This is an optimization exercise on Yosys and OpenROAD, whose aim is small area, not a production implementation.
RTL that was checked went through simulation tests only; none was proved equivalent to the original.
For runs 1 and 2, only the layout was checked, not whether the RTL still works.
No activity file was given, so power comes from the tool's default toggle rates.

[flow/config.mk]
export PLATFORM = sky130hd
export DESIGN_NAME = vsn_sparam_coef_loader
export DESIGN_NICKNAME = vsn_sparam_coef_loader
export VERILOG_FILES = /design/flow/design.v
export SDC_FILE = /design/flow/constraint.sdc
export NUM_CORES = 4
export LEC_CHECK = 0
export CAP_MARGIN = 20
export CORE_MARGIN = 2
export CORE_UTILIZATION = 40
export SLEW_MARGIN = 20
[flow/constraint.sdc]
create_clock -name core_clock -period 5.0 [get_ports {clk}]
set_input_delay 1.0000 -clock core_clock [delete_from_list [all_inputs] [get_ports {clk}]]
set_output_delay 1.0000 -clock core_clock [all_outputs]
set_load 0.01 [all_outputs]
[flow/design.v]
package vsn_sparam_pkg;
    localparam int NPORTS_DEFAULT     = 3;
    localparam int COEF_WIDTH_DEFAULT = 16;
endpackage
module vsn_coef_ramp #(
    parameter int COEF_WIDTH = 16,
    parameter int RAMP_LOG2  = 4
) (
    input  logic                  clk,
    input  logic                  resetn,
    input  logic [COEF_WIDTH-1:0] target,
    input  logic                  load,
    input  logic                  keep,
    output logic [COEF_WIDTH-1:0] value
);
    localparam int ACCW = COEF_WIDTH + RAMP_LOG2;
    logic [COEF_WIDTH:0] delta_q;
    logic [COEF_WIDTH:0] delta_d;
    logic [ACCW-1:0]     acc_q;
    logic [COEF_WIDTH:0]   sub_a, sub_b;
    logic [COEF_WIDTH+1:0] sub_c;
    logic [ACCW-1:0]       add_b;
    logic [ACCW:0]         add_c;
    logic [ACCW-1:0]       acc_d;
    assign sub_a    = {target[COEF_WIDTH-1], target};
    assign sub_b    = ~{value[COEF_WIDTH-1], value};
    assign sub_c[0] = 1'b1;
    for (genvar b = 0; b <= COEF_WIDTH; b++) begin : g_sub
        assign delta_d[b]  = sub_a[b] ^ sub_b[b] ^ sub_c[b];
        assign sub_c[b+1]  = (sub_a[b] & sub_b[b]) | (sub_c[b] & (sub_a[b] ^ sub_b[b]));
    end
    assign add_b    = {{(RAMP_LOG2-1){delta_q[COEF_WIDTH]}}, delta_q};
    assign add_c[0] = 1'b0;
    for (genvar b = 0; b < ACCW; b++) begin : g_add
        assign acc_d[b]    = acc_q[b] ^ add_b[b] ^ add_c[b];
        assign add_c[b+1]  = (acc_q[b] & add_b[b]) | (add_c[b] & (acc_q[b] ^ add_b[b]));
    end
    always_ff @(posedge clk or negedge resetn) begin
        if (!resetn) begin
            delta_q <= '0;
        end else if (load) begin
            delta_q <= delta_d;
        end else if (!keep) begin
            delta_q <= '0;
        end
    end
    always_ff @(posedge clk or negedge resetn) begin
        if (!resetn) begin
            acc_q <= '0;
        end else begin
            acc_q <= acc_d;
        end
    end
    assign value = acc_q[RAMP_LOG2 +: COEF_WIDTH];
endmodule
module vsn_sparam_coef_loader #(
    parameter int NPORTS     = vsn_sparam_pkg::NPORTS_DEFAULT,
    parameter int COEF_WIDTH = vsn_sparam_pkg::COEF_WIDTH_DEFAULT,
    parameter int RAMP_LOG2  = 4
) (
    input  logic                                 clk,
    input  logic                                 resetn,
    input  logic                                 wr_valid,
    output logic                                 wr_ready,
    input  logic [1:0]                           wr_row,
    input  logic [1:0]                           wr_col,
    input  logic [COEF_WIDTH-1:0]                wr_data,
    input  logic                                 commit_valid,
    output logic                                 commit_ready,
    input  logic                                 err_clear,
    output logic                                 err_addr,
    output logic                                 busy,
    output logic [NPORTS*NPORTS*COEF_WIDTH-1:0]  S_out
);
    localparam int NCOEF = NPORTS * NPORTS;
    logic                 busy_q;
    logic [RAMP_LOG2-1:0] cnt_q;
    logic                 err_q;
    logic                 wr_bad;
    logic                 commit_fire;
    logic                 keep;
    assign wr_ready     = 1'b1;
    assign wr_bad       = (wr_row == 2'd3) || (wr_col == 2'd3);
    assign commit_ready = !busy_q;
    assign busy         = busy_q;
    assign commit_fire  = commit_valid && !busy_q;
    assign keep         = busy_q && !(&cnt_q);
    assign err_addr     = err_q;
    always_ff @(posedge clk or negedge resetn) begin
        if (!resetn) begin
            busy_q <= 1'b0;
            cnt_q  <= '0;
        end else begin
            if (commit_fire) begin
                busy_q <= 1'b1;
            end else if (&cnt_q) begin
                busy_q <= 1'b0;
            end
            if (busy_q) begin
                cnt_q <= cnt_q + 1'b1;
            end
        end
    end
    always_ff @(posedge clk or negedge resetn) begin
        if (!resetn) begin
            err_q <= 1'b0;
        end else if (wr_valid && wr_bad) begin
            err_q <= 1'b1;
        end else if (err_clear) begin
            err_q <= 1'b0;
        end
    end
    for (genvar i = 0; i < NCOEF; i++) begin : g_coef
        localparam int ROW = i / NPORTS;
        localparam int COL = i % NPORTS;
        logic                  hit;
        logic [COEF_WIDTH-1:0] shadow_q;
        logic [COEF_WIDTH-1:0] target;
        assign hit    = wr_valid && (wr_row == 2'(ROW)) && (wr_col == 2'(COL));
        assign target = hit ? wr_data : shadow_q;
        always_ff @(posedge clk or negedge resetn) begin
            if (!resetn) begin
                shadow_q <= '0;
            end else begin
                shadow_q <= target;
            end
        end
        vsn_coef_ramp #(
            .COEF_WIDTH (COEF_WIDTH),
            .RAMP_LOG2  (RAMP_LOG2)
        ) u_ramp (
            .clk    (clk),
            .resetn (resetn),
            .target (target),
            .load   (commit_fire),
            .keep   (keep),
            .value  (S_out[i*COEF_WIDTH +: COEF_WIDTH])
        );
    end
endmodule
[flow/run.sh]
#!/bin/bash
# synth_recipe.tcl (not shown) runs the flow's synth.tcl, then flattens the netlist and writes it again
# the make line also repeats each setting of config.mk as NAME=value (left out here)
make -C /OpenROAD-flow-scripts/flow DESIGN_CONFIG=/design/flow/config.mk WORK_HOME=/design/flow/orfs CLKGATE_MAP_FILE= SYNTH_SCRIPT=/design/flow/synth_recipe.tcl finish
==> results of run 1 <==
==> synthesized netlist by cell type, drive strengths merged (4+ instances only) <==
cell / instances
a22o: 109
buf: 185
clkbuf: 19
dfrtp: 483
fa: 297
ha: 19
inv: 128
mux2: 145
mux2i: 36
nand2: 4
nand2b: 5
nor2: 5
o2bb2ai: 45
xnor2: 20
==> worst paths after layout <==
| path | from | slack (ps) | to |
|---|---|---|---|
| min in group asynchronous | resetn | 510 | g_coef[2].u_ramp.acc_q[8] |
| max in group asynchronous | resetn | 3240 | g_coef[6].u_ramp.acc_q[17] |
| worst min-delay path | g_coef[4].u_ramp.acc_q[0] | 490 | g_coef[4].u_ramp.acc_q[0] |
| worst min register to register | g_coef[4].u_ramp.acc_q[0] | 490 | g_coef[4].u_ramp.acc_q[0] |
| worst max register to register | g_coef[6].u_ramp.delta_q[0] | -2340 | g_coef[6].u_ramp.acc_q[19] |
| worst max-delay path | g_coef[6].u_ramp.delta_q[0] | -2340 | g_coef[6].u_ramp.acc_q[19] |
==> registers in the layout, indices dropped and copies added (netlist names) <==
signal	count
busy_q	1
cnt_q	4
err_q	1
g_coef.shadow_q	144
g_coef.u_ramp.acc_q	180
g_coef.u_ramp.delta_q	153
==> through the flow <==
step	TNS [ps]	setup slack (ps)	area [um2]	cells	power (mW)
5_1_grt	-162530	-2520	29200	2505	21.1
2_1_floorplan	-150600	-2200	24700	1511	12.6
4_1_cts	-143830	-2400	29100	2500	19.6
6_report	-143900	-2340	29200	2505	19.2
3_3_place_gp	-216250	-2650	27200	2395	15.0
3_5_place_dp	-227100	-2750	27200	2395	15.5
==> layer usage <==
| metal | vias to the layer above | wire length (um) | share of wire (%) | track usage [%] |
|---|---|---|---|---|
| met5 | - | 0 | 0 | 0 |
| met4 | 0 | 730 | 1.4 | 3.78 |
| met3 | 50 | 2270 | 4.5 | 3.31 |
| met2 | 202 | 25100 | 50 | 28.8 |
| met1 | 6519 | 22400 | 44 | 24.3 |
| li1 | 5193 | - | - | - |
==> power groups by stage <==
| stage | Clock, mW | Combinational, mW | Sequential, mW |
|---|---|---|---|
| after floorplan | 0 | 5.89 | 6.70 |
| after global placement | 0 | 7.98 | 7.02 |
| after detailed placement | 0 | 8.47 | 7.08 |
| after CTS | 3.94 | 8.61 | 7.04 |
| after global routing | 4.10 | 9.70 | 7.25 |
| final | 3.81 | 8.39 | 6.98 |
==> layout make-up <==
cell class	instances	area, um2	area share [%]
Clock buffer	83	1560	5.34
Clock inverter	13	125	0.428
Inverter	128	480	1.64
Multi-Input combinational cell	696	10900	37.2
Sequential cell	483	12100	41.4
Tap cell	773	967	3.31
Timing Repair Buffer	329	3120	10.7
==> worst max-delay path, delay by kind of cell, from the launching register on <==
| family | cells | cell delay [ps] |
|---|---|---|
| xor gates and xnor gates | 2 | 270 |
| adders and majority gates | 19 | 6570 |
| DFF | 1 | 380 |
==> logic make-up (layout without fill, tap and decap cells) <==
group / after synthesis / after routing
buffers and inverters: 332 / 553
xor gates and xnor gates: 21 / 21
adders and majority gates: 316 / 316
muxes: 181 / 181
other: 1 / 1
DFF: 483 / 483
AOI/OAI and AO/OA: 156 / 156
and+or+nand+nor: 21 / 21
==> what timing repair did <==
action	in CTS	in global routing
resized for setup	69	18
setup buffers	8	5
pin swaps	31	10
cloned	1	0
setup endpoints to repair	140	135
==> summary.txt, run 1 <==
post-synth top area share=50.6%; cts hold-fix bufs=0; Reg2Reg Depth=21; worst clock skew=between 10 and 15 ps; GRT Util Overall=17.5%; vias in the first global route=about 14000; synth unique cells=29; slew at the pin closest to its max-slew limit=1080 ps; worst hold path depth=1; post-synthesis simple-gate area fraction=less than 1%; Root Buffer=clkbuf_16; Die Footprint=61600 um2; Remaining Overflow, GRT=0; initial antenna violation count=2; final setup vio count=126; synth warn=2; clock latency at the later pin of the worst-skew pair=~590 ps; Req. time, crit path=5470 ps; SO Viols=setup timing; post-route clock period utilization=147%; RSZ-0062 raised after global routing=true; multiplexer area fraction after synthesis=roughly 8.6%; post-DP HPWL=34.4 mm; drt initial violations=591; Hold Worst Slack=489 ps; FF+latch count, synth=approximately 480; largest cells by area after synthesis=dfrtp_1 (51%), fa_1 (25%), mux2_2 (5.9%); Filler Cells Inserted=5012; clock sink total=roughly 480; nets@finish=2031; # DRC=0; setup ws final=-2340 ps; max-slew violations=0; status=complete, but fails checks; number of flops mapped to enable cells by yosys=0; Vias=roughly 12000; Combinational Power Share=43.7%; Post-Route WL=50.5 mm; most frequent cells in the layout=dfrtp_1 (483), fa_2 (281), clkdlybuf4s50_1 (164); Max VDD drop=0.446 mV; Seq/Total Area, Yosys=between 50% and 60%; post-synth top area cell=dfrtp_1; vias per std cell=4.78; first drt pass iteration count=4; Core Rows=89; first-pass GRT wire length=81.7 mm; most common cell after layout, fill and taps aside=dfrtp_1; fmax=0.136 GHz; Cell Area, Synth=between 20000 and 25000 um2; slew margin rel.=27.9%; CP Class=register to register; Seq pwr share=36.4%; top fanout value on the critical path=2; Area Overhead vs Synth=22.4%; Final ANT Viol Nets=0; cells after synthesis=1511; wire per inst=20.1 um; cts bufs inserted=52; # port buffers=around 170; CTS H-tree lvls=2; Max-Cap Viols=0; switching portion of total power=between 30% and 40%; final critical-path required period=7340 ps; Hold Fails Final Rpt=0; CP startpoint kind=register; core area=59000 um2; Clock transition at path regs=60 ps; Synth Flop Type=dfrtp_1; main combinational cell family by area after synthesis=adder cells; Leakage=12.8 nW; power share of the clock group=19.9%; chip width=248 um; diodes inserted=0; post-synthesis xor/xnor area fraction=less than 1%; Initial Util=a little over 40%; routability cong.=0.764; Die Y=about 250 um; complex-gate fraction of the synthesized area=5.70%; PwrDens=~660 nW/um2; Clock Path Buffers=3; crit-path max cell delay=410 ps; Hold WC Path Type=register to register; Critical Path AT=7810 ps; largest net degree at the start of global routing=120; sw power=roughly 6.9 mW; Post-Synth Adder-Cell Area=25.9%; internal power=12.3 mW; Critical Path End Type=register; Post-synth ARST share=100%; critical path's slowest cell=fa_2; Post-Syn Area per Cell=15.8 um2; # IOs=~170; CTS tree=done; share of post-route cells with drive strength above 1=between 40 and 50%; Layout Utilization=49.5%; crit path cell chain=ha_2 > fa_2 > fa_2 > fa_2 > fa_2 > fa_2 > fa_2 > fa_2 > fa_2 > fa_2 > fa_2 > fa_2 > fa_2 > fa_2 > fa_2 > fa_2 > fa_2 > fa_2 > fa_2 > xnor2_2 > xnor2_1; Crit path top cell by count=fa_2
==> inputs of run 2 (changes only) <==
--- a/flow/design.v
+++ b/flow/design.v
@@ -19,20 +19,15 @@
     logic [ACCW-1:0]     acc_q;
-    logic [COEF_WIDTH:0]   sub_a, sub_b;
-    logic [COEF_WIDTH+1:0] sub_c;
-    logic [ACCW-1:0]       add_b;
-    logic [ACCW:0]         add_c;
-    logic [ACCW-1:0]       acc_d;
-    assign sub_a    = {target[COEF_WIDTH-1], target};
-    assign sub_b    = ~{value[COEF_WIDTH-1], value};
-    assign sub_c[0] = 1'b1;
-    for (genvar b = 0; b <= COEF_WIDTH; b++) begin : g_sub
-        assign delta_d[b]  = sub_a[b] ^ sub_b[b] ^ sub_c[b];
-        assign sub_c[b+1]  = (sub_a[b] & sub_b[b]) | (sub_c[b] & (sub_a[b] ^ sub_b[b]));
-    end
-    assign add_b    = {{(RAMP_LOG2-1){delta_q[COEF_WIDTH]}}, delta_q};
-    assign add_c[0] = 1'b0;
-    for (genvar b = 0; b < ACCW; b++) begin : g_add
-        assign acc_d[b]    = acc_q[b] ^ add_b[b] ^ add_c[b];
-        assign add_c[b+1]  = (acc_q[b] & add_b[b]) | (add_c[b] & (acc_q[b] ^ add_b[b]));
-    end
+    logic [ACCW-1:0]     acc_d;
+    vsn_split_add #(.W(COEF_WIDTH + 1), .L(8)) u_sub (
+        .a   ({target[COEF_WIDTH-1], target}),
+        .b   (~{value[COEF_WIDTH-1], value}),
+        .cin (1'b1),
+        .sum (delta_d)
+    );
+    vsn_split_add #(.W(ACCW), .L(10)) u_acc (
+        .a   (acc_q),
+        .b   ({{(RAMP_LOG2-1){delta_q[COEF_WIDTH]}}, delta_q}),
+        .cin (1'b0),
+        .sum (acc_d)
+    );
     always_ff @(posedge clk or negedge resetn) begin
@@ -54,2 +49,30 @@
     assign value = acc_q[RAMP_LOG2 +: COEF_WIDTH];
+endmodule
+module vsn_split_add #(
+    parameter int W = 20,
+    parameter int L = 10
+) (
+    input  logic [W-1:0] a,
+    input  logic [W-1:0] b,
+    input  logic         cin,
+    output logic [W-1:0] sum
+);
+    localparam int H = W - L;
+    logic [L:0]   c;
+    logic [H:0]   ch;
+    logic [H-1:0] s0;
+    logic [H:0]   all1;
+    assign c[0] = cin;
+    for (genvar i = 0; i < L; i++) begin : g_lo
+        assign sum[i] = a[i] ^ b[i] ^ c[i];
+        assign c[i+1] = (a[i] & b[i]) | (c[i] & (a[i] ^ b[i]));
+    end
+    assign ch[0]   = 1'b0;
+    assign all1[0] = 1'b1;
+    for (genvar i = 0; i < H; i++) begin : g_hi
+        assign s0[i]      = a[L+i] ^ b[L+i] ^ ch[i];
+        assign ch[i+1]    = (a[L+i] & b[L+i]) | (ch[i] & (a[L+i] ^ b[L+i]));
+        assign all1[i+1]  = all1[i] & s0[i];
+        assign sum[L+i]   = s0[i] ^ (c[L] & all1[i]);
+    end
 endmodule
@@ -81,2 +104,3 @@
     logic                 keep;
+    logic                 clean_q;
     assign wr_ready     = 1'b1;
@@ -105,2 +129,9 @@
         if (!resetn) begin
+            clean_q <= 1'b0;
+        end else begin
+            clean_q <= 1'b1;
+        end
+    end
+    always_ff @(posedge clk or negedge resetn) begin
+        if (!resetn) begin
             err_q <= 1'b0;
@@ -119,9 +150,5 @@
         assign hit    = wr_valid && (wr_row == 2'(ROW)) && (wr_col == 2'(COL));
-        assign target = hit ? wr_data : shadow_q;
-        always_ff @(posedge clk or negedge resetn) begin
-            if (!resetn) begin
-                shadow_q <= '0;
-            end else begin
-                shadow_q <= target;
-            end
+        assign target = hit ? wr_data : (shadow_q & {COEF_WIDTH{clean_q}});
+        always_ff @(posedge clk) begin
+            shadow_q <= target;
         end
==> run 2 against run 1 <==
Net effect:
- still fails the layout checks on setup timing
- synthesized cell count is 48% higher
- global-route usage is 2.1 points higher
- utilization is 0.15 points lower
- wire length is 34% higher
- worst setup slack better by 2100 ps
- sequential share of layout area is 7.1 points lower
- sequential cell count is 1 higher
- die area is 14% higher
- cell count is 34% higher
- via count is 43% higher
- largest cell class is now multi-input gates
- highest routed layer unchanged
==> summary.txt, run 2 <==
most common cell after layout, fill and taps aside=dfrtp_1; largest cells by area after synthesis=dfrtp_1 (31%), fa_1 (20%), dfxtp_1 (11%); setup ws final=-274 ps; r2r setup slk=between 100 and 150 ps; final std cells w/o fill=roughly 3400; CP Class=primary input to register; Die Y=around 270 um; wire per inst=20.1 um; diodes inserted=0; Remaining Overflow, GRT=0; Cell Area, Synth=27300 um2; Largest regs=g_coef.u_ramp.acc_q x180, g_coef.u_ramp.delta_q x153, g_coef.shadow_q x144; chip width=265 um; Final Instance Area=33300 um2; top fanout value on the critical path=3; Clock transition at path regs=60 ps; most common cell in the netlist=dfrtp_1; Clock Path Buffers=3; Max-Cap Viols=0; status=complete, but fails checks; initial antenna violation count=0; Filler Cells Inserted=5770; Reg-to-Reg End=g_coef[8].u_ramp.delta_q[15]; first-pass GRT wire length=107 mm; Hold Fails Final Rpt=0; clock latency at the later pin of the worst-skew pair=around 600 ps; cts hold-fix bufs=0; post-route clock period utilization=105%; clock sink total=484; area post-placement=30400 um2; Max VDD drop=0.292 mV; share of post-route cells with drive strength above 1=26.0%; SO Viols=setup timing; Top reg by flops=g_coef.u_ramp.acc_q; Post-Syn Area per Cell=approximately 12 um2; Synth Flop Type=dfrtp_1; first drt pass iteration count=5; post-synth top area share=31.2%; core area=67400 um2; most frequent cells in the layout=dfrtp_1 (339), inv_1 (224), buf_4 (190); cells after synthesis=about 2200; Leakage=14.0 nW; routability cong.=0.872; Seq/Total Area, Yosys=41.8%; Power, Total=21.9 mW; vias per std cell=5.10; Setup TNS=-1250 ps; Critical Path End Type=register; pre-CTS WS=-1230 ps; Vias=~17000; CP startpoint kind=primary input; # port buffers=171; Post-synth top cells=dfrtp_1 (340), fa_1 (279), inv_1 (239), nand2_1 (160), buf_4 (145); PwrDens=659 nW/um2; largest net degree at the start of global routing=105; R2R Path Start=clean_q; Initial Util=40.5%; final critical-path required period=~5300 ps; CTS tree=done; max-slew violations=0; slew margin rel.=34.1%; Core Rows=95; Critical Path AT=5760 ps; fmax=0.190 GHz; drt initial violations=just over 900; Post-synth ARST share=70.2%; Worst Setup SP=wr_col[0]; dpl cells=roughly 3200; # DRC=0; final setup vio count=7; post-DP HPWL=~48 mm; Reg2Reg Depth=13; Post-Route WL=67.4 mm; slew at the pin closest to its max-slew limit=987 ps; GRT Util Overall=19.6%; Largest register FFs=180; Req. time, crit path=5490 ps; worst clock skew=around 9.6 ps; number of flops mapped to enable cells by yosys=0; CTS H-tree lvls=2; FF+latch count, synth=roughly 480; synth unique cells=slightly above 60; Hold WC Path Type=primary input to asynchronous set/reset pin; post-synth top area cell=dfrtp_1; Final ANT Viol Nets=0; synth warn=2; cts bufs inserted=54; Die Footprint=70300 um2; # IOs=173; RSZ-0062 raised after global routing=true; Area Overhead vs Synth=21.9%; Root Buffer=clkbuf_16; nets@finish=2798; vias in the first global route=approximately 18000
## run 2: cell count changes after synthesis, moves of 31 or more
cell | before | now
a22o_1 | 109 | 57
clkbuf_1 | 19 | 68
dfrtp_1 | 483 | 340
dfxtp_1 | 0 | 144
ha_1 | 19 | 55
inv_1 | 127 | 239
mux2_2 | 125 | 77
mux2i_1 | 36 | 144
nand2_1 | 4 | 160
nor2_1 | 5 | 40
xnor2_1 | 20 | 70
xor2_1 | 1 | 32
## run 2: cell type report
type	count	area [um2]	area share (%)
Multi-Input combinational cell	1261	14400	43.3
Sequential cell	484	11400	34.3
Timing Repair Buffer	391	3610	10.9
Clock buffer	84	1660	4.99
Tap cell	873	1090	3.28
Inverter	247	927	2.79
Clock inverter	16	158	0.474
## run 2: how the worst max path moves through the flow
stage,endpoint,slack (ps)
2_1_floorplan,g_coef[8].u_ramp.delta_q[15],-700
3_3_place_gp,g_coef[8].u_ramp.delta_q[15],-1180
3_5_place_dp,g_coef[8].u_ramp.delta_q[15],-1230
4_1_cts,g_coef[8].u_ramp.delta_q[15],-380
5_1_grt,g_coef[8].u_ramp.delta_q[15],-350
6_report,g_coef[8].u_ramp.delta_q[15],-270
## run 2: stage by stage
step / hold slack [ps] / util (%)
after floorplan: 441 / -
after global placement: 456 / 45.2
after detailed placement: 466 / 45.2
after CTS: 475 / 48.6
after global routing: 490 / 49.3
final: 460 / 49.3
## run 2: logic make-up (layout without fill, tap and decap cells)
family	count (synthesis)	in the layout	share of synthesized area [%]
xor gates and xnor gates	102	102	3.28
DFF	484	484	41.8
other	1	2	0.0137
adders and majority gates	334	334	23.0
and+or+nand+nor	375	375	7.47
AOI/OAI and AO/OA	227	227	7.12
muxes	221	221	8.46
buffers and inverters	490	738	8.90
## run 2: routing by layer
metal / vias to the layer above / track usage (%) / wire, um
met4: 0 / 4.87 / 1510
met2: 327 / 30.9 / 31700
met1: 8928 / 28.4 / 31500
met3: 90 / 2.98 / 2670
met5: - / 0 / 0
li1: 7759 / - / -
## run 2: critical path, cell delays in order
cell and delay [ps]:
buf_6 90, nand3b_1 220, nor2_4 190, mux2_4 330, ha_4 160, fa_2 340, fa_2 360, fa_2 380
fa_2 350, fa_2 340, fa_2 350, fa_2 380, or4b_4 530, or4_4 490, a32o_1 260
## run 2: timing repair
action,CTS,global route
setup endpoints to repair,130,116
pin swaps,62,69
gates cloned,0,0
resized for setup,119,97
buffers inserted,20,22
## run 2: report_power, final
| group | internal, mW | switching [mW] | leakage (nW) |
|---|---|---|---|
| clock network | 2.42 | 1.65 | 0.902 |
| logic | 5.61 | 5.51 | 7.78 |
| registers | 5.39 | 1.34 | 5.36 |
| total | 13.4 | 8.50 | 14.0 |
==> inputs of run 3 (changes only) <==
--- a/flow/design.v
+++ b/flow/design.v
@@ -20,3 +20,3 @@
     logic [ACCW-1:0]     acc_d;
-    vsn_split_add #(.W(COEF_WIDTH + 1), .L(8)) u_sub (
+    vsn_split_add #(.W(COEF_WIDTH + 1), .B0(6), .B(6)) u_sub (
         .a   ({target[COEF_WIDTH-1], target}),
@@ -26,3 +26,3 @@
     );
-    vsn_split_add #(.W(ACCW), .L(10)) u_acc (
+    vsn_split_add #(.W(ACCW), .B0(7), .B(7)) u_acc (
         .a   (acc_q),
@@ -51,4 +51,5 @@
 module vsn_split_add #(
-    parameter int W = 20,
-    parameter int L = 10
+    parameter int W  = 20,
+    parameter int B0 = 7,
+    parameter int B  = 7
 ) (
@@ -59,9 +60,7 @@
 );
-    localparam int H = W - L;
-    logic [L:0]   c;
-    logic [H:0]   ch;
-    logic [H-1:0] s0;
-    logic [H:0]   all1;
+    localparam int NB = 1 + (W - B0 + B - 1) / B;
+    logic [NB:0] bc;
+    logic [B0:0] c;
     assign c[0] = cin;
-    for (genvar i = 0; i < L; i++) begin : g_lo
+    for (genvar i = 0; i < B0; i++) begin : g_lo
         assign sum[i] = a[i] ^ b[i] ^ c[i];
@@ -69,9 +68,18 @@
     end
-    assign ch[0]   = 1'b0;
-    assign all1[0] = 1'b1;
-    for (genvar i = 0; i < H; i++) begin : g_hi
-        assign s0[i]      = a[L+i] ^ b[L+i] ^ ch[i];
-        assign ch[i+1]    = (a[L+i] & b[L+i]) | (ch[i] & (a[L+i] ^ b[L+i]));
-        assign all1[i+1]  = all1[i] & s0[i];
-        assign sum[L+i]   = s0[i] ^ (c[L] & all1[i]);
+    assign bc[1] = c[B0];
+    for (genvar k = 1; k < NB; k++) begin : g_blk
+        localparam int LO = B0 + (k - 1) * B;
+        localparam int N  = (W - LO < B) ? (W - LO) : B;
+        logic [N:0]   ch;
+        logic [N-1:0] s0;
+        logic [N:0]   all1;
+        assign ch[0]   = 1'b0;
+        assign all1[0] = 1'b1;
+        for (genvar i = 0; i < N; i++) begin : g_bit
+            assign s0[i]       = a[LO+i] ^ b[LO+i] ^ ch[i];
+            assign ch[i+1]     = (a[LO+i] & b[LO+i]) | (ch[i] & (a[LO+i] ^ b[LO+i]));
+            assign all1[i+1]   = all1[i] & s0[i];
+            assign sum[LO+i]   = s0[i] ^ (bc[k] & all1[i]);
+        end
+        assign bc[k+1] = ch[N] | (all1[N] & bc[k]);
     end
--- a/flow/config.mk
+++ b/flow/config.mk
@@ -10,2 +10,4 @@
 export CORE_UTILIZATION = 40
+export CTS_BUF_LIST = sky130_fd_sc_hd__clkbuf_4
+export GPL_TIMING_DRIVEN = 0
 export SLEW_MARGIN = 20
==> run 3 against run 2 <==
Net effect:
- the run now finishes clean
- area after synthesis grew 0.27%
- die area grew 0.26%
- largest power group unchanged
- critical path depth up 3
==> summary.txt, run 3 <==
status=complete, no violations; Largest register FFs=180; Cell Area, Synth=27400 um2; core area=67400 um2; Critical Path AT=5650 ps; Area Overhead vs Synth=18.4%; slew at the pin closest to its max-slew limit=approximately 1200 ps; Clock transition at path regs=70 ps; fmax=0.209 GHz; CTS H-tree lvls=4; vias in the first global route=just over 20000; Seq/Total Area, Yosys=41.6%; FF+latch count, synth=about 480; Root Buffer=clkbuf_4; Final ANT Viol Nets=0; main combinational cell family by area after synthesis=adder cells; Max-Cap Viols=0; Post-synth top cells=nand2_1 (439), dfrtp_1 (340), inv_1 (300), fa_1 (261), o21ai_0 (213); post-synthesis simple-gate area fraction=11.6%; Max VDD drop=0.277 mV; hold path endpoint=err_q; CTS tree=done; post-synth top area share=between 30 and 40%; CP Class=primary input to register; final setup vio count=0; worst clock skew=54.7 ps; most common cell after layout, fill and taps aside=nand2_1; Post-synth ARST share=70.2%; Remaining Overflow, GRT=0; clock sink total=484; Vias=a little under 20000; slew margin rel.=17.1%; drt initial violations=1174; complex-gate fraction of the synthesized area=9.02%; post-synthesis xor/xnor area fraction=4.74%; top fanout value on the critical path=10; hold_sp=wr_valid; Hold Fails Final Rpt=0; Hold Worst Slack=443 ps; largest cells by area after synthesis=dfrtp_1 (31%), fa_1 (19%), dfxtp_1 (11%); most frequent cells in the layout=nand2_1 (439), dfrtp_1 (340), inv_1 (300); final std cells w/o fill=just under 4000; r2r setup slk=~250 ps; Req. time, crit path=5870 ps; Reg-to-Reg End=g_coef[2].u_ramp.delta_q[13]; Reg2Reg Depth=17; GRT Util Overall=21.7%; first drt pass iteration count=5; Hold WC Path Type=primary input to register; R2R Path Start=clean_q; Largest regs=g_coef.u_ramp.acc_q x180, g_coef.u_ramp.delta_q x153, g_coef.shadow_q x144; max-slew violations=0; Top reg by flops=g_coef.u_ramp.acc_q; worst hold path depth=3; most common cell in the netlist=nand2_1; multiplexer area fraction after synthesis=0.0412%; nets@finish=3288; Clock Path Buffers=3; Setup TNS=0 ps; Post-Route WL=72.7 mm; # port buffers=155; clock latency at the later pin of the worst-skew pair=980 ps; share of post-route cells with drive strength above 1=16.0%; PwrDens=672 nW/um2; Layout Utilization=48.1%; Post-Synth Adder-Cell Area=23.3%; final critical-path required period=between 4000 and 5000 ps; wire per inst=18.7 um; cells after synthesis=2604; Die Y=265 um; post-synth top area cell=dfrtp_1; Critical Path End Type=register; dpl cells=between 3000 and 4000; routability cong.=0.875; post-DP HPWL=53.2 mm; post-route clock period utilization=around 96%; synth unique cells=between 50 and 60; vias per std cell=4.97; Post-Syn Area per Cell=10.5 um2; Core Rows=95; chip width=265 um; RSZ-0062 raised after global routing=false; Initial Util=around 41%; Leakage=14.2 nW; CP startpoint kind=primary input; initial antenna violation count=3; # DRC=0; synth warn=2; largest net degree at the start of global routing=between 90 and 100; cts bufs inserted=137; number of flops mapped to enable cells by yosys=0; Die Footprint=a little over 70000 um2; first-pass GRT wire length=116 mm; Synth Flop Type=dfrtp_1; # IOs=173
## run 3: worst max-delay path by stage
stage,start,endpoint,slack (ps),cells after the start
detailed placement,wr_col[0],g_coef[2].u_ramp.delta_q[13],-1340,19
finish,wr_row[1],g_coef[4].u_ramp.delta_q[14],220,18
CTS,wr_col[1],g_coef[1].u_ramp.delta_q[14],-20,18
floorplan,wr_col[1],g_coef[6].u_ramp.delta_q[14],-30,17
global placement,resetn,g_coef[6].u_ramp.acc_q[17],-12300,1
global route,clean_q,g_coef[2].u_ramp.delta_q[13],20,17
## run 3: worst max-delay path, stage by stage
cell	delay [ps]
clkbuf_2	230
nand2b_2	340
nor2_4	200
clkbuf_4	240
nand2_1	90
o21a_1	180
ha_1	200
fa_1	420
fa_1	430
fa_1	390
inv_1	70
fa_1	150
inv_1	50
fa_1	460
nor4b_4	380
a31oi_4	180
or3_1	390
a32o_1	250
## run 3: timing repair
action,CTS,global route
resized for setup,18,36
setup endpoints to repair,37,54
hold buffers,1,0
pin swaps,0,7
endpoints found under the hold margin,29,0
buffers inserted,2,5
## run 3: layout make-up
type / count / area [um2]
diodes: 2 / 5.00
plain buffers: 246 / 1570
clock buffers: 226 / 1700
clock inverters: 24 / 146
fillers: 6197 / 35000
inverters: 300 / 1130
multi-input cells: 1574 / 13600
flip-flops and latches: 484 / 11400
well taps: 873 / 1090
repair buffers: 168 / 1750
## run 3: power breakdown
group | internal, mW | leakage [nW] | switching [mW]
registers | 5.36 | 5.36 | 1.28
logic | 5.56 | 7.75 | 5.69
clock network | 2.13 | 1.11 | 1.75
total | 13.1 | 14.2 | 8.72
## run 3: logic make-up after synthesis
logic type               after synthesis
AO/OA/AOI/OAI                        383
XOR/XNOR                             148
adder cells (fa/ha/maj)              352
buffers and inverters                547
flip-flops                           484
multiplexers                           1
other                                  1
AND/OR/NAND/NOR                      688
## run 3: metal layers
layer | global-route usage, % | up-vias | routed length (um)
li1 | - | 8929 | -
met1 | 28.7 | 9659 | 30900
met2 | 34.8 | 621 | 34700
met3 | 4.91 | 149 | 4880
met4 | 8.15 | 0 | 2170
met5 | 0 | - | 0
## run 3: per-stage QoR
stage                     power [mW]  cell area (um2)  setup slack [ps]
after detailed placement        18.0            30300             -1340
final                           21.8            32400               221
after CTS                       22.0            32200             -15.3
after global placement          17.5            30200            -12300
after floorplan                 14.2            27500             -25.2
after global routing            23.8            32400              16.0
==> inputs of run 4 (changes only) <==
--- a/flow/config.mk
+++ b/flow/config.mk
@@ -10,4 +10,2 @@
 export CORE_UTILIZATION = 40
-export CTS_BUF_LIST = sky130_fd_sc_hd__clkbuf_4
-export GPL_TIMING_DRIVEN = 0
 export SLEW_MARGIN = 20
==> run 4 against run 3 <==
Net effect:
- still clean on timing, DRC and antenna
- cell area down 1.4%
- register-to-register slack improved by 50 ps
- power down 3.2%
- critical path type unchanged
- highest routed layer is now met5
==> summary.txt, run 4 <==
status=complete, no violations; Die Y=between 200 and 300 um; post-synthesis xor/xnor area fraction=4.74%; slew margin rel.=32.4%; Seq/Total Area, Yosys=41.6%; largest cells by area after synthesis=dfrtp_1 (31%), fa_1 (19%), dfxtp_1 (11%); CTS H-tree lvls=2; Post-synth ARST share=70.2%; Filler Cells Inserted=6068; Initial Util=40.6%; r2r setup slk=300 ps; Largest register FFs=180; top fanout value on the critical path=6; clock sink total=approximately 480; cells after synthesis=2604; FF/Latch Area=11400 um2; routability cong.=approximately 0.84; Critical Path AT=5310 ps; vias per std cell=4.90; share of post-route cells with drive strength above 1=between 10% and 20%; PwrDens=660 nW/um2; CP startpoint kind=primary input; CP Class=primary input to register; GRT Util Overall=19.0%; # port buffers=171; drt initial violations=roughly 850; crit-path max cell delay=between 400 and 500 ps; final setup vio count=0; Die Footprint=slightly above 70000 um2; Post-synth top cells=nand2_1 (439), dfrtp_1 (340), inv_1 (300), fa_1 (261), o21ai_0 (213); Top reg by flops=g_coef.u_ramp.acc_q; first drt pass iteration count=5; complex-gate fraction of the synthesized area=9.02%; Hold Fails Final Rpt=0; main combinational cell family by area after synthesis=adder cells; final std cells w/o fill=3643; most common cell in the netlist=nand2_1; core area=67400 um2; Synth Flop Type=dfrtp_1; Vias=17800; Clock transition at path regs=60 ps; Req. time, crit path=5450 ps; final critical-path required period=4860 ps; # DRC=0; Hold Worst Slack=between 400 and 500 ps; Post-Syn Area per Cell=10.5 um2; multiplexer area fraction after synthesis=0.0412%; Core Rows=95; Final ANT Viol Nets=0; vias in the first global route=19200; RSZ-0062 raised after global routing=true; post-route clock period utilization=97.3%; chip width=about 270 um; first-pass GRT wire length=105 mm; Crit path top cell by count=fa_1; Root Buffer=clkbuf_16; post-synth top area cell=dfrtp_1; post-DP HPWL=46.0 mm; Max VDD drop=around 0.73 mV; Remaining Overflow, GRT=0; Cell Area, Synth=around 27000 um2; Post-Route WL=roughly 64 mm; Max-Cap Viols=0; dpl cells=3536; Setup TNS=0 ps; Top delay family on crit path=adder cells; synth unique cells=53; Hold WC Path Type=register to register; Bufs and invs on worst path=7; post-synthesis simple-gate area fraction=11.6%; critical path's slowest cell=fa_1; Post-Synth Adder-Cell Area=23.3%; wire per inst=around 18 um; number of flops mapped to enable cells by yosys=0; clock latency at the later pin of the worst-skew pair=~600 ps; Layout Utilization=47.4%; initial antenna violation count=2; most frequent cells in the layout=nand2_1 (438), dfrtp_1 (339), inv_1 (300); FF+latch count, synth=484; worst clock skew=roughly 15 ps; Area Overhead vs Synth=16.8%; Critical Path End Type=register; slew at the pin closest to its max-slew limit=slightly above 1000 ps; Clock Path Buffers=3; largest net degree at the start of global routing=155; max-slew violations=0; # IOs=~170; nets@finish=just over 3000; Largest regs=g_coef.u_ramp.acc_q x180, g_coef.u_ramp.delta_q x153, g_coef.shadow_q x144; fmax=approximately 0.21 GHz; Leakage=13.7 nW; cts bufs inserted=between 50 and 60; most common cell after layout, fill and taps aside=nand2_1; CTS tree=done; synth warn=2; post-synth top area share=around 31%; Multi-input gate area=13600 um2; crit path cell chain=clkdlybuf4s15_1 > buf_4 > nor3_4 > buf_4 > buf_4 > o21ai_0 > ha_1 > inv_1 > fa_1 > fa_1 > fa_1 > inv_1 > fa_1 > fa_1 > a31oi_4 > inv_1 > ha_1 > xnor2_1 > o21ai_0
[run 4: cell counts after synthesis]
Identical to the previous run, type by type.
[run 4: metrics by stage]
step / setup WS (ps) / cell area [um2] / power, mW
6_report: 135 / 31900 / 21.1
3_3_place_gp: -776 / 30000 / 16.7
5_1_grt: -14.3 / 31900 / 23.0
3_5_place_dp: -825 / 30000 / 17.2
4_1_cts: 0.179 / 31900 / 21.4
2_1_floorplan: -25.2 / 27500 / 14.2
[run 4: cell families after synthesis]
| logic type | after synthesis |
|---|---|
| buffers and inverters | 547 |
| muxes | 1 |
| DFF | 484 |
| adders and majority gates | 352 |
| xor gates and xnor gates | 148 |
| other | 1 |
| AOI/OAI and AO/OA | 383 |
| and+or+nand+nor | 688 |
[run 4: worst min-delay path, delay by kind of cell, from the launching register on]
family,cells,cell delay [ps]
and+or+nand+nor,2,130
DFF,1,300
[run 4: metal layers]
metal / wire length, um / GRT usage [%]
met4: 2220 / 6.83
met2: 31100 / 31.3
met3: 3490 / 4.05
met1: 27700 / 24.7
met5: 11 / 0
[run 4: worst paths after layout]
kind / cells past startpoint / from / end
min in group asynchronous: 1 / resetn / g_coef[8].u_ramp.acc_q[6]
min: 2 / g_coef[3].shadow_q[9] / g_coef[3].shadow_q[9]
max reg2reg: 14 / g_coef[2].u_ramp.acc_q[7] / g_coef[2].u_ramp.acc_q[15]
min reg2reg: 2 / g_coef[3].shadow_q[9] / g_coef[3].shadow_q[9]
max in group asynchronous: 2 / resetn / g_coef[3].u_ramp.acc_q[13]
max: 19 / wr_row[0] / g_coef[2].u_ramp.delta_q[13]
[run 4: final cells by class]
type / count / area share [%]
multi-input combinational: 1574 / 42.6
sequential: 484 / 35.7
timing repair buffer: 308 / 9.01
clock buffer: 92 / 5.44
inverter: 300 / 3.53
tap: 873 / 3.42
clock inverter: 11 / 0.278
antenna: 1 / 0.00783
[run 4: what timing repair did]
item,in CTS,in global routing
gates resized for setup,17,16
pin swaps,3,8
setup buffers,1,2
setup endpoints to repair,50,58
hold buffers,0,0
[run 4: report_power, final]
group | leakage, nW | switching (mW) | internal, mW
sequential | 5.36 | 1.26 | 5.37
clock | 0.894 | 1.65 | 2.41
combinational | 7.49 | 5.34 | 5.06
total | 13.7 | 8.25 | 12.8
==> inputs of run 5 (changes only) <==
--- a/flow/config.mk
+++ b/flow/config.mk
@@ -10,2 +10,4 @@
 export CORE_UTILIZATION = 40
+export CTS_CLUSTER_DIAMETER = 100
+export CTS_CLUSTER_SIZE = 30
 export SLEW_MARGIN = 20
==> run 5 against run 4 <==
Net effect:
- worst setup slack better by 7.7 ps
- clock-buffer cell count fell by 62
- area after synthesis unchanged
- die area did not move
- register-to-register slack about the same
- via count is 1.2% lower
- sequential cell count stayed put
- critical path depth is 1 lower
- cell count down 1.5%
- wire length fell by 1.7%
- largest cell class unchanged
- largest power group unchanged
- highest routed layer unchanged
==> summary.txt, run 5 <==
status=complete, no violations; routability cong.=0.839; most common cell after layout, fill and taps aside=nand2_1; cts hold-fix bufs=0; cts bufs inserted=24; Crit path top cell by count=fa_1; nets@finish=3074; Clock Path Buffers=3; sw power=8.06 mW; Largest register FFs=180; Cell Area, Synth=27400 um2; vias in the first global route=about 19000; Setup TNS=0 ps; Max VDD drop=0.722 mV; # port buffers=171; largest cells by area after synthesis=dfrtp_1 (31%), fa_1 (19%), dfxtp_1 (11%); Req. time, crit path=5490 ps; GRT Util Overall=18.5%; Critical Path AT=5340 ps; RSZ-0062 raised after global routing=false; critical path's slowest cell=fa_1; Vias=17600; Post-Syn Area per Cell=10.5 um2; post-synth top area share=31.1%; # IOs=173; Filler Cells Inserted=6146; post-synth top area cell=dfrtp_1; Combinational Power Share=53.5%; CP startpoint kind=primary input; crit-path max cell delay=430 ps; slew at the pin closest to its max-slew limit=991 ps; worst clock skew=30.1 ps; Critical Path End Type=register; Initial Util=40.6%; Hold Worst Slack=480 ps; Area Overhead vs Synth=13.7%; Seq/Total Area, Yosys=41.6%; Die Y=about 270 um; internal power=about 11 mW; setup ws final=143 ps; FF/Latch Area=about 11000 um2; PwrDens=627 nW/um2; Post-synth ARST share=70.2%; most common cell in the netlist=nand2_1; slew margin rel.=about 34%; final setup vio count=0; Root Buffer=clkbuf_16; switching portion of total power=41.3%; Multi-input gate area=13700 um2; clock sink total=484; final critical-path required period=between 4000 and 5000 ps; Hold Fails Final Rpt=0; Clock transition at path regs=110 ps; Post-Route WL=63.3 mm; cells after synthesis=2604; Hold WC Path Type=register to register; synth warn=2; FF+latch count, synth=484; synth unique cells=53; Largest regs=g_coef.u_ramp.acc_q x180, g_coef.u_ramp.delta_q x153, g_coef.shadow_q x144; max-slew violations=0; Final ANT Viol Nets=0; CTS tree=done; post-DP HPWL=about 46 mm; Post-synth top cells=nand2_1 (439), dfrtp_1 (340), inv_1 (300), fa_1 (261), o21ai_0 (213); initial antenna violation count=2; Seq pwr share=about 34%; CP Class=primary input to register; Die Footprint=70500 um2; Top reg by flops=g_coef.u_ramp.acc_q; Max-Cap Viols=0; Core Rows=95; pre-CTS WS=-825 ps; fmax=0.206 GHz; top fanout value on the critical path=4; core area=67400 um2; number of flops mapped to enable cells by yosys=0; first drt pass iteration count=5; Leakage=13.3 nW; # DRC=0; CTS H-tree lvls=1; wire per inst=17.6 um; most frequent cells in the layout=nand2_1 (438), dfrtp_1 (339), inv_1 (300); largest net degree at the start of global routing=155; Synth Flop Type=dfrtp_1; crit path cell chain=dlygate4sd2_1 > nand2b_2 > nor2_4 > buf_4 > o21a_1 > ha_1 > fa_1 > fa_1 > fa_1 > inv_1 > fa_1 > inv_1 > fa_2 > nor4b_4 > a31oi_4 > buf_4 > o31a_1 > o31ai_1; share of post-route cells with drive strength above 1=9.80%; clock latency at the later pin of the worst-skew pair=600 ps; drt initial violations=approximately 1000; power share of the clock group=12.6%; post-route clock period utilization=97.1%; vias per std cell=4.91; Remaining Overflow, GRT=0; chip width=approximately 270 um; first-pass GRT wire length=103 mm
==> run 5: through the flow <==
step / cells / cell area (um2) / total power [mW] / util [%]
4_1_cts: 3580 / 30900 / 19.7 / 45.8
5_1_grt: 3589 / 31100 / 21.4 / 46.1
2_1_floorplan: 2605 / 27500 / 14.2 / -
6_report: 3589 / 31100 / 19.5 / 46.1
3_5_place_dp: 3536 / 30000 / 17.2 / 44.5
3_3_place_gp: 3536 / 30000 / 16.7 / 44.5
==> run 5: logic make-up (layout without fill, tap and decap cells) <==
group | count (synthesis) | in the layout | synth area share, %
fa+ha+maj | 352 | 352 | 23.3
compound gates | 383 | 383 | 9.02
buf+inv | 547 | 657 | 9.63
mux | 1 | 1 | 0.0412
other cells | 1 | 3 | 0.0137
flops | 484 | 484 | 41.6
simple gates | 688 | 688 | 11.6
xor+xnor | 148 | 148 | 4.74
==> run 5: area by class of cell <==
class	count	share of cell area, %
Inverter	300	3.62
Timing Repair Buffer	313	9.41
Tap cell	873	3.51
Clock buffer	30	2.07
Antenna cell	1	0.00805
Clock inverter	14	0.579
Sequential cell	484	36.6
Multi-Input combinational cell	1574	44.2
==> run 5: repair_timing <==
item,in CTS,in global routing
pin swaps,3,23
setup endpoints to repair,48,56
resized for setup,18,45
buffers inserted,0,8
==> run 5: power groups by stage <==
stage	Combinational, mW	Sequential [mW]	Clock, mW
4_1_cts	10.5	6.67	2.53
6_report	10.4	6.62	2.45
2_1_floorplan	7.95	6.23	0
5_1_grt	11.9	6.84	2.69
3_5_place_dp	10.4	6.74	0
3_3_place_gp	9.99	6.72	0
==> run 5: path summary, 6_finish.rpt <==
kind	depth (start not counted)	start	slack [ps]	end
worst max-delay path	18	wr_row[0]	140	g_coef[7].u_ramp.delta_q[15]
worst min-delay path	2	g_coef[5].shadow_q[9]	480	g_coef[5].shadow_q[9]
worst max register to register	14	g_coef[2].u_ramp.acc_q[7]	290	g_coef[2].u_ramp.acc_q[15]
worst min register to register	2	g_coef[5].shadow_q[9]	480	g_coef[5].shadow_q[9]
max in group asynchronous	2	resetn	3400	g_coef[3].u_ramp.delta_q[3]
min in group asynchronous	1	resetn	490	g_coef[8].u_ramp.acc_q[5]
==> run 5: routing by layer <==
layer / track usage [%] / vias up / share of wire (%)
met1: 24.7 / 8859 / 43
met5: 0 / - / 0.021
met3: 3.73 / 77 / 5.6
met4: 5.02 / 2 / 2.7
met2: 30.8 / 299 / 49
li1: - / 8381 / -
==> run 5: critical path, delay by kind of cell <==
| kind | cells | cell delay [ps] |
|---|---|---|
| AO/OA/AOI/OAI | 4 | 800 |
| adder cells (fa/ha/maj) | 6 | 1980 |
| buffers and inverters | 5 | 830 |
| AND/OR/NAND/NOR | 3 | 720 |
==> inputs of run 6 (changes only) <==
==> flow/flow/run.sh (new file) <==
#!/bin/bash
# Own layout flow: the standard ORFS flow, with the port buffers that
# buffer_ports inserts on every input and output made the smallest buffer cell.
# The make output (all tools) goes to standard.log in the work folder; ORFS
# keeps each step's own log under orfs/logs/.
set -euo pipefail
export BUFFER_PORTS_ARGS="-buffer_cell sky130_fd_sc_hd__buf_1"
bash standard.sh > standard.log 2>&1
==> flow/standard.sh (new file) <==
#!/bin/bash
# synth_recipe.tcl (not shown) runs the flow's synth.tcl, then flattens the netlist and writes it again
# the make line also repeats each setting of config.mk as NAME=value (left out here)
make -C /OpenROAD-flow-scripts/flow DESIGN_CONFIG=/design/flow/config.mk WORK_HOME=/design/flow/orfs CLKGATE_MAP_FILE= SYNTH_SCRIPT=/design/flow/synth_recipe.tcl "${@:-finish}"
--- a/flow/config.mk
+++ b/flow/config.mk
@@ -10,4 +10,2 @@
 export CORE_UTILIZATION = 40
-export CTS_CLUSTER_DIAMETER = 100
-export CTS_CLUSTER_SIZE = 30
 export SLEW_MARGIN = 20
removed: flow/run.sh
==> run 6 against run 5 <==
Net effect:
- sequential share of layout area is 0.49 points higher
- via count increased by 0.79%
- utilization down 0.61 points
- sequential power about the same
- largest cell class unchanged
- critical path type unchanged
- highest routed layer unchanged
- sequential cell count stayed put
- critical path depth stayed put
- clock skew fell by 14 ps
- cell count grew 0.67%
==> summary.txt, run 6 <==
status=complete, no violations; FF/Latch Area=between 10000 and 15000 um2; Multi-input gate area=13500 um2; Critical Path AT=5230 ps; Setup TNS=0 ps; most frequent cells in the layout=nand2_1 (438), dfrtp_1 (339), inv_1 (300); clock sink total=around 480; pre-CTS WS=-454 ps; PwrDens=664 nW/um2; synth warn=2; final std cells w/o fill=3613; # port buffers=approximately 170; Vias=17800; CP startpoint kind=primary input; fmax=0.211 GHz; number of flops mapped to enable cells by yosys=0; Post-synth top cells=nand2_1 (439), dfrtp_1 (340), inv_1 (300), fa_1 (261), o21ai_0 (213); most common cell in the netlist=nand2_1; Leakage=roughly 13 nW; Reg2Reg Depth=14; cells after synthesis=2604; Initial Util=40.6%; Final ANT Viol Nets=0; largest net degree at the start of global routing=roughly 160; setup ws final=266 ps; dpl cells=roughly 3500; GRT Util Overall=a little under a fifth; worst clock skew=15.6 ps; most common cell after layout, fill and taps aside=nand2_1; top fanout value on the critical path=5; # IOs=173; Synth Flop Type=dfrtp_1; share of post-route cells with drive strength above 1=9.20%; drt initial violations=725; largest cells by area after synthesis=dfrtp_1 (31%), fa_1 (19%), dfxtp_1 (11%); post-CTS setup buffer count=0; Hold WC Path Type=register to register; post-DP HPWL=45.2 mm; routability cong.=0.808; Post-Syn Area per Cell=10.5 um2; cts hold-fix bufs=0; slew margin rel.=20.1%; final critical-path required period=approximately 4700 ps; RSZ-0062 raised after global routing=false; Clock transition at path regs=around 60 ps; FF+latch count, synth=just under 500; worst hold path depth=2; cts bufs inserted=between 50 and 60; Max-Cap Viols=0; Area Overhead vs Synth=12.2%; wire per inst=17.5 um; Layout Utilization=about 46%; CP Class=primary input to register; Req. time, crit path=approximately 5500 ps; Hold Fails Final Rpt=0; vias in the first global route=18800; vias per std cell=4.91; post-route clock period utilization=94.7%; max-slew violations=0; post-synth top area cell=dfrtp_1; Post-Route WL=63.1 mm; Remaining Overflow, GRT=0; nets@finish=3070; CTS H-tree lvls=2; initial antenna violation count=4; Largest regs=g_coef.u_ramp.acc_q x180, g_coef.u_ramp.delta_q x153, g_coef.shadow_q x144; synth unique cells=53; Core Rows=95; Die Y=265 um; clock latency at the later pin of the worst-skew pair=roughly 600 ps; chip width=265 um; # DRC=0; Post-synth ARST share=70.2%; CTS tree=done; Largest register FFs=180; post-synth top area share=a little under a third; first drt pass iteration count=5; Root Buffer=clkbuf_16; Top reg by flops=g_coef.u_ramp.acc_q; Max VDD drop=0.423 mV; Clock Path Buffers=3; Seq/Total Area, Yosys=roughly two fifths; slew at the pin closest to its max-slew limit=between 1000 and 1500 ps; core area=67400 um2; final setup vio count=0; first-pass GRT wire length=between 100 and 150 mm; Critical Path End Type=register; Cell Area, Synth=27400 um2; Die Footprint=70500 um2; Filler Cells Inserted=6226
run 6: timing repair:
action                                  CTS  global route
resized for setup                         0             4
endpoints found under the setup margin    0            14
hold endpoints to repair                  0             0
run 6: where the power goes:
part	internal [mW]	leakage (nW)	switching, mW
sequential	5.36	5.36	1.24
clock	2.63	0.970	1.68
combinational	4.19	6.82	5.27
total	12.2	13.1	8.19
run 6: metrics by stage:
| stage | power, mW | hold WS [ps] | cell area (um2) |
|---|---|---|---|
| final | 20.4 | 471 | 30700 |
| after global routing | 22.4 | 492 | 30700 |
| after CTS | 20.7 | 472 | 30700 |
| after detailed placement | 16.3 | 465 | 28700 |
| after global placement | 15.8 | 457 | 28700 |
| after floorplan | 14.2 | 445 | 27500 |
run 6: final cells by class:
class,count,area share (%)
Multi-Input combinational cell,1574,44.1
Sequential cell,484,37.1
Clock buffer,89,5.91
Timing Repair Buffer,278,5.13
Inverter,300,3.67
Tap cell,873,3.56
Clock inverter,14,0.501
Antenna cell,1,0.00815
run 6: cell families (layout without fill, tap and decap cells):
logic type | Yosys count | count (layout) | share of synthesized area, %
and+or+nand+nor | 688 | 688 | 11.6
buffers and inverters | 547 | 681 | 9.63
DFF | 484 | 484 | 41.6
AOI/OAI and AO/OA | 383 | 383 | 9.02
adders and majority gates | 352 | 352 | 23.3
xor gates and xnor gates | 148 | 148 | 4.74
other | 1 | 3 | 0.0137
muxes | 1 | 1 | 0.0412
run 6: worst paths after layout:
check / start / endpoint / slack [ps]
worst min-delay path: g_coef[6].shadow_q[14] / g_coef[6].shadow_q[14] / 470
max in group asynchronous: resetn / g_coef[6].u_ramp.acc_q[16] / 3460
min in group asynchronous: resetn / g_coef[8].u_ramp.acc_q[11] / 480
worst max register to register: g_coef[2].u_ramp.acc_q[7] / g_coef[2].u_ramp.acc_q[15] / 330
worst min register to register: g_coef[6].shadow_q[14] / g_coef[6].shadow_q[14] / 470
worst max-delay path: wr_valid / g_coef[3].u_ramp.delta_q[15] / 270
run 6: critical path, stage by stage:
cell      delay (ps)
clkbuf_2         160
or3b_4           470
nor2_4           120
nand2_1           80
and2_1           140
ha_1             190
fa_1             410
fa_1             430
fa_1             400
inv_1             70
fa_1             150
inv_1             50
fa_1             450
nor4b_4          280
a31oi_2          170
buf_4            170
o31a_1           270
o31ai_1          210
run 6: routing by layer:
layer / wire length [um] / global-route usage (%) / up-vias
met5: 46 / 0 / -
met4: 1680 / 5.70 / 8
met3: 3110 / 3.38 / 105
met2: 30600 / 31.2 / 302
met1: 27700 / 24.8 / 8931
li1: - / - / 8411
==> inputs of run 7 (changes only) <==
--- a/flow/design.v
+++ b/flow/design.v
@@ -26,3 +26,3 @@
     );
-    vsn_split_add #(.W(ACCW), .B0(7), .B(7)) u_acc (
+    vsn_split_add #(.W(ACCW), .B0(10), .B(10)) u_acc (
         .a   (acc_q),
--- a/flow/config.mk
+++ b/flow/config.mk
@@ -10,2 +10,5 @@
 export CORE_UTILIZATION = 40
+export CTS_BUF_LIST = sky130_fd_sc_hd__clkbuf_8
+export CTS_CLUSTER_DIAMETER = 60
+export CTS_CLUSTER_SIZE = 16
 export SLEW_MARGIN = 20
==> run 7 against run 6 <==
Net effect:
- worst setup slack got worse by 110 ps
- hold slack got worse by 30 ps
- combinational power decreased by 6.4%
- global-route usage decreased by 0.12 points
- power decreased by 11%
- still clean on timing, DRC and antenna
- largest power group unchanged
- largest cell class unchanged
==> summary.txt, run 7 <==
status=complete, no violations; core area=66000 um2; Post-Syn Area per Cell=10.8 um2; clock sink total=484; wire per inst=roughly 18 um; Seq/Total Area, Yosys=42.6%; Top reg by flops=g_coef.u_ramp.acc_q; cts hold-fix bufs=0; first drt pass iteration count=5; largest cells by area after synthesis=dfrtp_1 (32%), fa_1 (20%), dfxtp_1 (11%); Area Overhead vs Synth=9.92%; CTS tree=done; Hold WC Path Type=primary input to asynchronous set/reset pin; first-pass GRT wire length=between 100 and 150 mm; Final ANT Viol Nets=0; Root Buffer=clkbuf_8; Critical Path End Type=register; CTS H-tree lvls=2; CP Class=register to register; Critical Path AT=5400 ps; final critical-path required period=4840 ps; Post-synth top cells=nand2_1 (415), dfrtp_1 (340), fa_1 (270), inv_1 (255), o21ai_0 (214); Core Rows=94; dpl cells=between 3000 and 4000; max-slew violations=0; Synth Flop Type=dfrtp_1; Vias=16800; Clock transition at path regs=100 ps; GRT Util Overall=18.6%; # IOs=approximately 170; clock latency at the later pin of the worst-skew pair=~670 ps; Initial Util=slightly above 40%; Layout Utilization=between 40 and 50%; slew at the pin closest to its max-slew limit=1110 ps; largest net degree at the start of global routing=around 160; post-synth top area share=between 30% and 40%; Req. time, crit path=5560 ps; Filler Cells Inserted=6179; # DRC=0; Clock Path Buffers=3; chip width=263 um; cells after synthesis=2469; share of post-route cells with drive strength above 1=~13%; FF+latch count, synth=484; vias per std cell=slightly below 5; routability cong.=approximately 0.8; Die Y=roughly 260 um; most common cell after layout, fill and taps aside=nand2_1; Max-Cap Viols=0; Die Footprint=68900 um2; drt initial violations=977; Max VDD drop=0.526 mV; initial antenna violation count=1; most frequent cells in the layout=nand2_1 (414), dfrtp_1 (339), inv_1 (263); vias in the first global route=roughly 18000; cts bufs inserted=46; slew margin rel.=between 20% and 30%; Post-Route WL=around 61 mm; Post-synth ARST share=70.2%; post-route clock period utilization=a little over nine tenths; Hold Fails Final Rpt=0; top fanout value on the critical path=4; synth unique cells=51; # port buffers=171; post-DP HPWL=45.0 mm; fmax=0.206 GHz; synth warn=2; Leakage=12.4 nW; Largest register FFs=180; worst clock skew=32.4 ps; CP startpoint kind=register; nets@finish=2927; Cell Area, Synth=26700 um2; Hold Worst Slack=441 ps; Remaining Overflow, GRT=0; final setup vio count=0; final std cells w/o fill=3462; post-synth top area cell=dfrtp_1; most common cell in the netlist=nand2_1; Largest regs=g_coef.u_ramp.acc_q x180, g_coef.u_ramp.delta_q x153, g_coef.shadow_q x144; number of flops mapped to enable cells by yosys=0; PwrDens=between 600 and 700 nW/um2
[run 7: cell types whose count changed after synthesis, moves of 11 or more]
cell	delta
o21a_1	-17
ha_1	-18
a31oi_1	-13
a32o_1	-11
nor2_1	-14
nand2_1	-24
inv_1	-45
[run 7: logic make-up after synthesis]
group	count (synthesis)	share of synthesized area [%]
mux	1	0.0421
fa+ha+maj	343	23.6
flops	484	42.6
buf+inv	504	9.25
compound gates	361	8.87
other cells	1	0.0140
xor+xnor	143	4.68
simple gates	632	10.9
[run 7: layer usage]
layer  share of wire, %  vias to the layer above  GRT usage [%]  wire length (um)
met2                 50                      305           31.6             30300
met1                 42                     8447           23.6             25700
met5                  0                        -              0                 0
li1                   -                     7934              -                 -
met4                3.2                        0           6.32              1930
met3                5.3                      107           3.81              3220
[run 7: critical path: stages (launching register included)]
cell,delay [ps]
dfrtp_1,400
ha_1,220
fa_2,420
fa_2,400
fa_1,460
fa_2,410
fa_2,400
fa_2,400
fa_2,400
fa_1,430
inv_1,90
fa_2,230
or4b_4,160
nand2b_4,150
nor2_1,60
xnor2_1,130
[run 7: metrics by stage]
stage | total power, mW | area (um2) | setup slack, ps | TNS (ps)
6_report | 18.1 | 29400 | 156 | 0
5_1_grt | 19.9 | 29400 | -4.73 | -7.95
4_1_cts | 18.3 | 29200 | 5.65 | 0
3_5_place_dp | 15.4 | 28100 | -249 | -9610
3_3_place_gp | 14.9 | 28100 | -140 | -3650
2_1_floorplan | 13.5 | 27000 | 9.01 | 0
[run 7: final timing paths]
check	startpoint	end	slack, ps	depth (start not counted)
min reg2reg	g_coef[3].shadow_q[14]	g_coef[3].shadow_q[14]	480	2
max in group asynchronous	resetn	g_coef[8].u_ramp.delta_q[8]	3450	2
min	resetn	g_coef[2].u_ramp.acc_q[1]	440	1
max	g_coef[0].u_ramp.delta_q[0]	g_coef[0].u_ramp.acc_q[18]	160	15
max reg2reg	g_coef[0].u_ramp.delta_q[0]	g_coef[0].u_ramp.acc_q[18]	160	15
min in group core_clock	g_coef[3].shadow_q[14]	g_coef[3].shadow_q[14]	480	2
[run 7: where the power goes]
| group | internal (mW) | switching [mW] |
|---|---|---|
| logic | 3.98 | 4.87 |
| clock network | 1.16 | 1.58 |
| registers | 5.31 | 1.20 |
[run 7: final cells by class]
cell class                      instances  area (um2)  area share (%)
Multi-Input combinational cell       1482       13300            45.3
Sequential cell                       484       11400            38.8
Timing Repair Buffer                  290        1600            5.45
Tap cell                              864        1080            3.68
Inverter                              255         957            3.26
Clock buffer                           51         702            2.39
Clock inverter                         35         328            1.12
Antenna cell                            1        2.50         0.00851
[run 7: repair_timing]
item | CTS | global route
cloned | 0 | 0
setup endpoints to repair | 62 | 60
buffers inserted | 0 | 8
pin swaps | 4 | 10
gates resized for setup | 30 | 33
==> inputs of run 8 (changes only) <==
--- a/flow/config.mk
+++ b/flow/config.mk
@@ -10,5 +10,4 @@
 export CORE_UTILIZATION = 40
-export CTS_BUF_LIST = sky130_fd_sc_hd__clkbuf_8
-export CTS_CLUSTER_DIAMETER = 60
-export CTS_CLUSTER_SIZE = 16
+export CTS_CLUSTER_DIAMETER = 100
+export CTS_CLUSTER_SIZE = 26
 export SLEW_MARGIN = 20
==> run 8 against run 7 <==
Net effect:
- still clean
- cell area decreased by 0.91%
- sequential power about the same
- clock-buffer cell count decreased by 16
- sequential share of layout area increased by 0.36 points
- hold slack improved by 35 ps
- fmax increased by 0.10%
- wire length decreased by 0.90%
- clock skew decreased by 14 ps
- clock power decreased by 13%
- non-clock buffer count decreased by 1
- power decreased by 1.9%
- critical path type unchanged
- critical endpoint unchanged
- largest power group unchanged
==> summary.txt, run 8 <==
status=complete, no violations; largest net degree at the start of global routing=roughly 160; Largest register FFs=180; crit path cell chain=ha_1 > fa_2 > fa_2 > fa_1 > fa_2 > fa_2 > fa_2 > fa_2 > fa_1 > inv_1 > fa_2 > or4b_4 > nand2b_4 > nor2_1 > xnor2_1; CTS tree=done; initial antenna violation count=0; final setup vio count=0; top fanout value on the critical path=4; # DRC=0; met3 Usage GRT=3.67%; critical path's slowest cell=fa_1; post-synth top area cell=dfrtp_1; # port buffers=171; CP Depth=15; CTS H-tree lvls=1; vias per std cell=4.84; # IOs=173; slew at the pin closest to its max-slew limit=1100 ps; Initial Util=40.5%; PwrDens=610 nW/um2; Req. time, crit path=5480 ps; nets@finish=2904; most common cell after layout, fill and taps aside=nand2_1; Seq/Total Area, Yosys=42.6%; FF/Latch Area=11400 um2; Max-Cap Viols=0; Critical Path End Type=register; Synth Flop Type=dfrtp_1; Largest regs=g_coef.u_ramp.acc_q x180, g_coef.u_ramp.delta_q x153, g_coef.shadow_q x144; clock latency at the later pin of the worst-skew pair=590 ps; Cell Area, Synth=roughly 27000 um2; first-pass GRT wire length=100 mm; Hold Fails Final Rpt=0; diodes inserted=0; first drt pass iteration count=7; Vias=16500; Max VDD drop=approximately 0.48 mV; FF+latch count, synth=484; Leakage=~12 nW; cts hold-fix bufs=0; GR Util met1=23.3%; Filler Cells Inserted=6194; most common cell in the netlist=nand2_1; Die Y=263 um; Top reg by flops=g_coef.u_ramp.acc_q; Post-Syn Area per Cell=around 11 um2; Final ANT Viol Nets=0; Core Rows=94; Top delay family on crit path=adder cells; Crit path top cell by count=fa_2; synth unique cells=51; GRT Util Overall=18.3%; largest cells by area after synthesis=dfrtp_1 (32%), fa_1 (20%), dfxtp_1 (11%); post-route clock period utilization=a little over nine tenths; Hold WC Path Type=register to register; max-slew violations=0; Post-synth ARST share=70.2%; worst hold path depth=2; Bufs and invs on worst path=1; Root Buffer=clkbuf_16; cts bufs inserted=24; Clock Path Buffers=3; slew margin rel.=26.4%; Clock transition at path regs=~110 ps; vias in the first global route=17900; final critical-path required period=4840 ps; final std cells w/o fill=between 3000 and 4000; fmax=about 0.21 GHz; Critical Path AT=5320 ps; wire per inst=17.7 um; Area Overhead vs Synth=8.92%; core area=66000 um2; Post-synth top cells=nand2_1 (415), dfrtp_1 (340), fa_1 (270), inv_1 (255), o21ai_0 (214); chip width=263 um; most frequent cells in the layout=nand2_1 (414), dfrtp_1 (339), inv_1 (255); Reg2Reg Depth=15; synth warn=2; CP Class=register to register; crit-path max cell delay=460 ps; share of post-route cells with drive strength above 1=between 10% and 20%; GR peak layer=met2; post-synth top area share=31.8%; cells after synthesis=2469; CP startpoint kind=register; routability cong.=0.797; Multi-input gate area=13300 um2; Post-Route WL=roughly 60 mm; dpl cells=about 3400; clock sink total=484; Die Footprint=between 60000 and 70000 um2; worst clock skew=18.1 ps; Layout Utilization=44.1%; post-DP HPWL=about 45 mm; Remaining Overflow, GRT=0; met2 usage=31.7%; drt initial violations=around 960; number of flops mapped to enable cells by yosys=0
run 8: cell counts after synthesis:
Identical to the previous run, type by type.
run 8: area by class of cell:
class | count | area share, %
well taps | 864 | 3.71
multi-input cells | 1482 | 45.8
inverters | 255 | 3.29
clock inverters | 9 | 0.348
flip-flops and latches | 484 | 39.1
clock buffers | 35 | 2.31
repair buffers | 289 | 5.47
run 8: metrics by stage:
step / TNS, ps / power (mW) / setup slack (ps) / hold WS [ps] / cell area (um2)
3_3_place_gp: -3650 / 14.9 / -140 / 444 / 28100
6_report: 0 / 17.8 / 161 / 476 / 29100
5_1_grt: -5.59 / 19.6 / -3.06 / 500 / 29100
4_1_cts: 0 / 17.9 / 6.82 / 477 / 29000
3_5_place_dp: -9610 / 15.4 / -249 / 461 / 28100
2_1_floorplan: 0 / 13.5 / 9.01 / 435 / 27000
run 8: what timing repair did:
item,4_1_cts,5_1_grt
setup buffers,0,7
resized for setup,30,33
endpoints found under the hold margin,0,0
pin swaps,4,10
endpoints found under the setup margin,61,61
run 8: cell families (layout without fill, tap and decap cells):
| kind of cell | Yosys count | after routing | share of synthesized area [%] |
|---|---|---|---|
| compound gates | 361 | 361 | 8.87 |
| xor+xnor | 143 | 143 | 4.68 |
| fa+ha+maj | 343 | 343 | 23.6 |
| buf+inv | 504 | 588 | 9.25 |
| flops | 484 | 484 | 42.6 |
| mux | 1 | 1 | 0.0421 |
| other cells | 1 | 2 | 0.0140 |
| simple gates | 632 | 632 | 10.9 |
run 8: power breakdown:
| part | internal [mW] | leakage [nW] | switching (mW) | total (mW) |
|---|---|---|---|---|
| sequential | 5.31 | 5.36 | 1.21 | 6.52 |
| combinational | 3.98 | 6.50 | 4.87 | 8.85 |
| clock | 1.03 | 0.374 | 1.37 | 2.39 |
| total | 10.3 | 12.2 | 7.44 | 17.8 |
run 8: final timing paths:
| kind | from | to | slack (ps) |
|---|---|---|---|
| worst max-delay path | g_coef[0].u_ramp.delta_q[0] | g_coef[0].u_ramp.acc_q[18] | 160 |
| worst min-delay path | g_coef[3].shadow_q[14] | g_coef[3].shadow_q[14] | 480 |
| worst max register to register | g_coef[0].u_ramp.delta_q[0] | g_coef[0].u_ramp.acc_q[18] | 160 |
| worst min register to register | g_coef[3].shadow_q[14] | g_coef[3].shadow_q[14] | 480 |
| max in group asynchronous | resetn | g_coef[8].u_ramp.delta_q[12] | 3380 |
| min in group asynchronous | resetn | g_coef[2].u_ramp.acc_q[1] | 520 |
run 8: metal layers:
layer,part of all wire [%],vias up,wire length [um]
met2,50,260,30300
met3,4.9,73,2980
li1,-,7860,-
met1,42,8346,25600
met5,0,-,0
met4,2.7,0,1650
run 8: worst register-to-register path, stage by stage (launching register included):
cell	delay (ps)
dfrtp_1	400
ha_1	210
fa_2	410
fa_2	400
fa_1	460
fa_2	410
fa_2	400
fa_2	400
fa_2	400
fa_1	430
inv_1	80
fa_2	230
or4b_4	160
nand2b_4	150
nor2_1	60
xnor2_1	130

-- separate check: timing with driven ports --
How much do the figures lean on ideal ports? The routed layouts below were timed once more, with nothing changed but the port constraints. Step 1, drivers: a clkbuf_16 drives clk and a buf_2 each remaining input, both assumed. Step 2 times the ports against the registers' clock, not the clock port: input delays grow and output delays shrink by t, the midpoint of the rising clock arrivals with the driver on. Three values: no drivers, after step 1, after step 2; two values: the first two.
| run | t, ns | setup slack, ns |
|---|---|---|
| run 1 | 0.638 | -2.335 / -2.335 / -2.335 |
| run 2 | 0.651 | -0.274 / -0.251 / -0.902 |
| run 3 | 1.012 | 0.221 / 0.248 / -0.758 |
| run 4 | 0.659 | 0.135 / 0.173 / -0.486 |
| run 5 | 0.643 | 0.143 / 0.185 / -0.459 |
| run 6 | 0.661 | 0.266 / 0.270 / -0.391 |
| run 7 | 0.708 | 0.156 / 0.156 / -0.306 |
| run 8 | 0.641 | 0.161 / 0.161 / -0.298 |
Met with ideal ports but missed after step 2: setup timing in 6 of these runs.
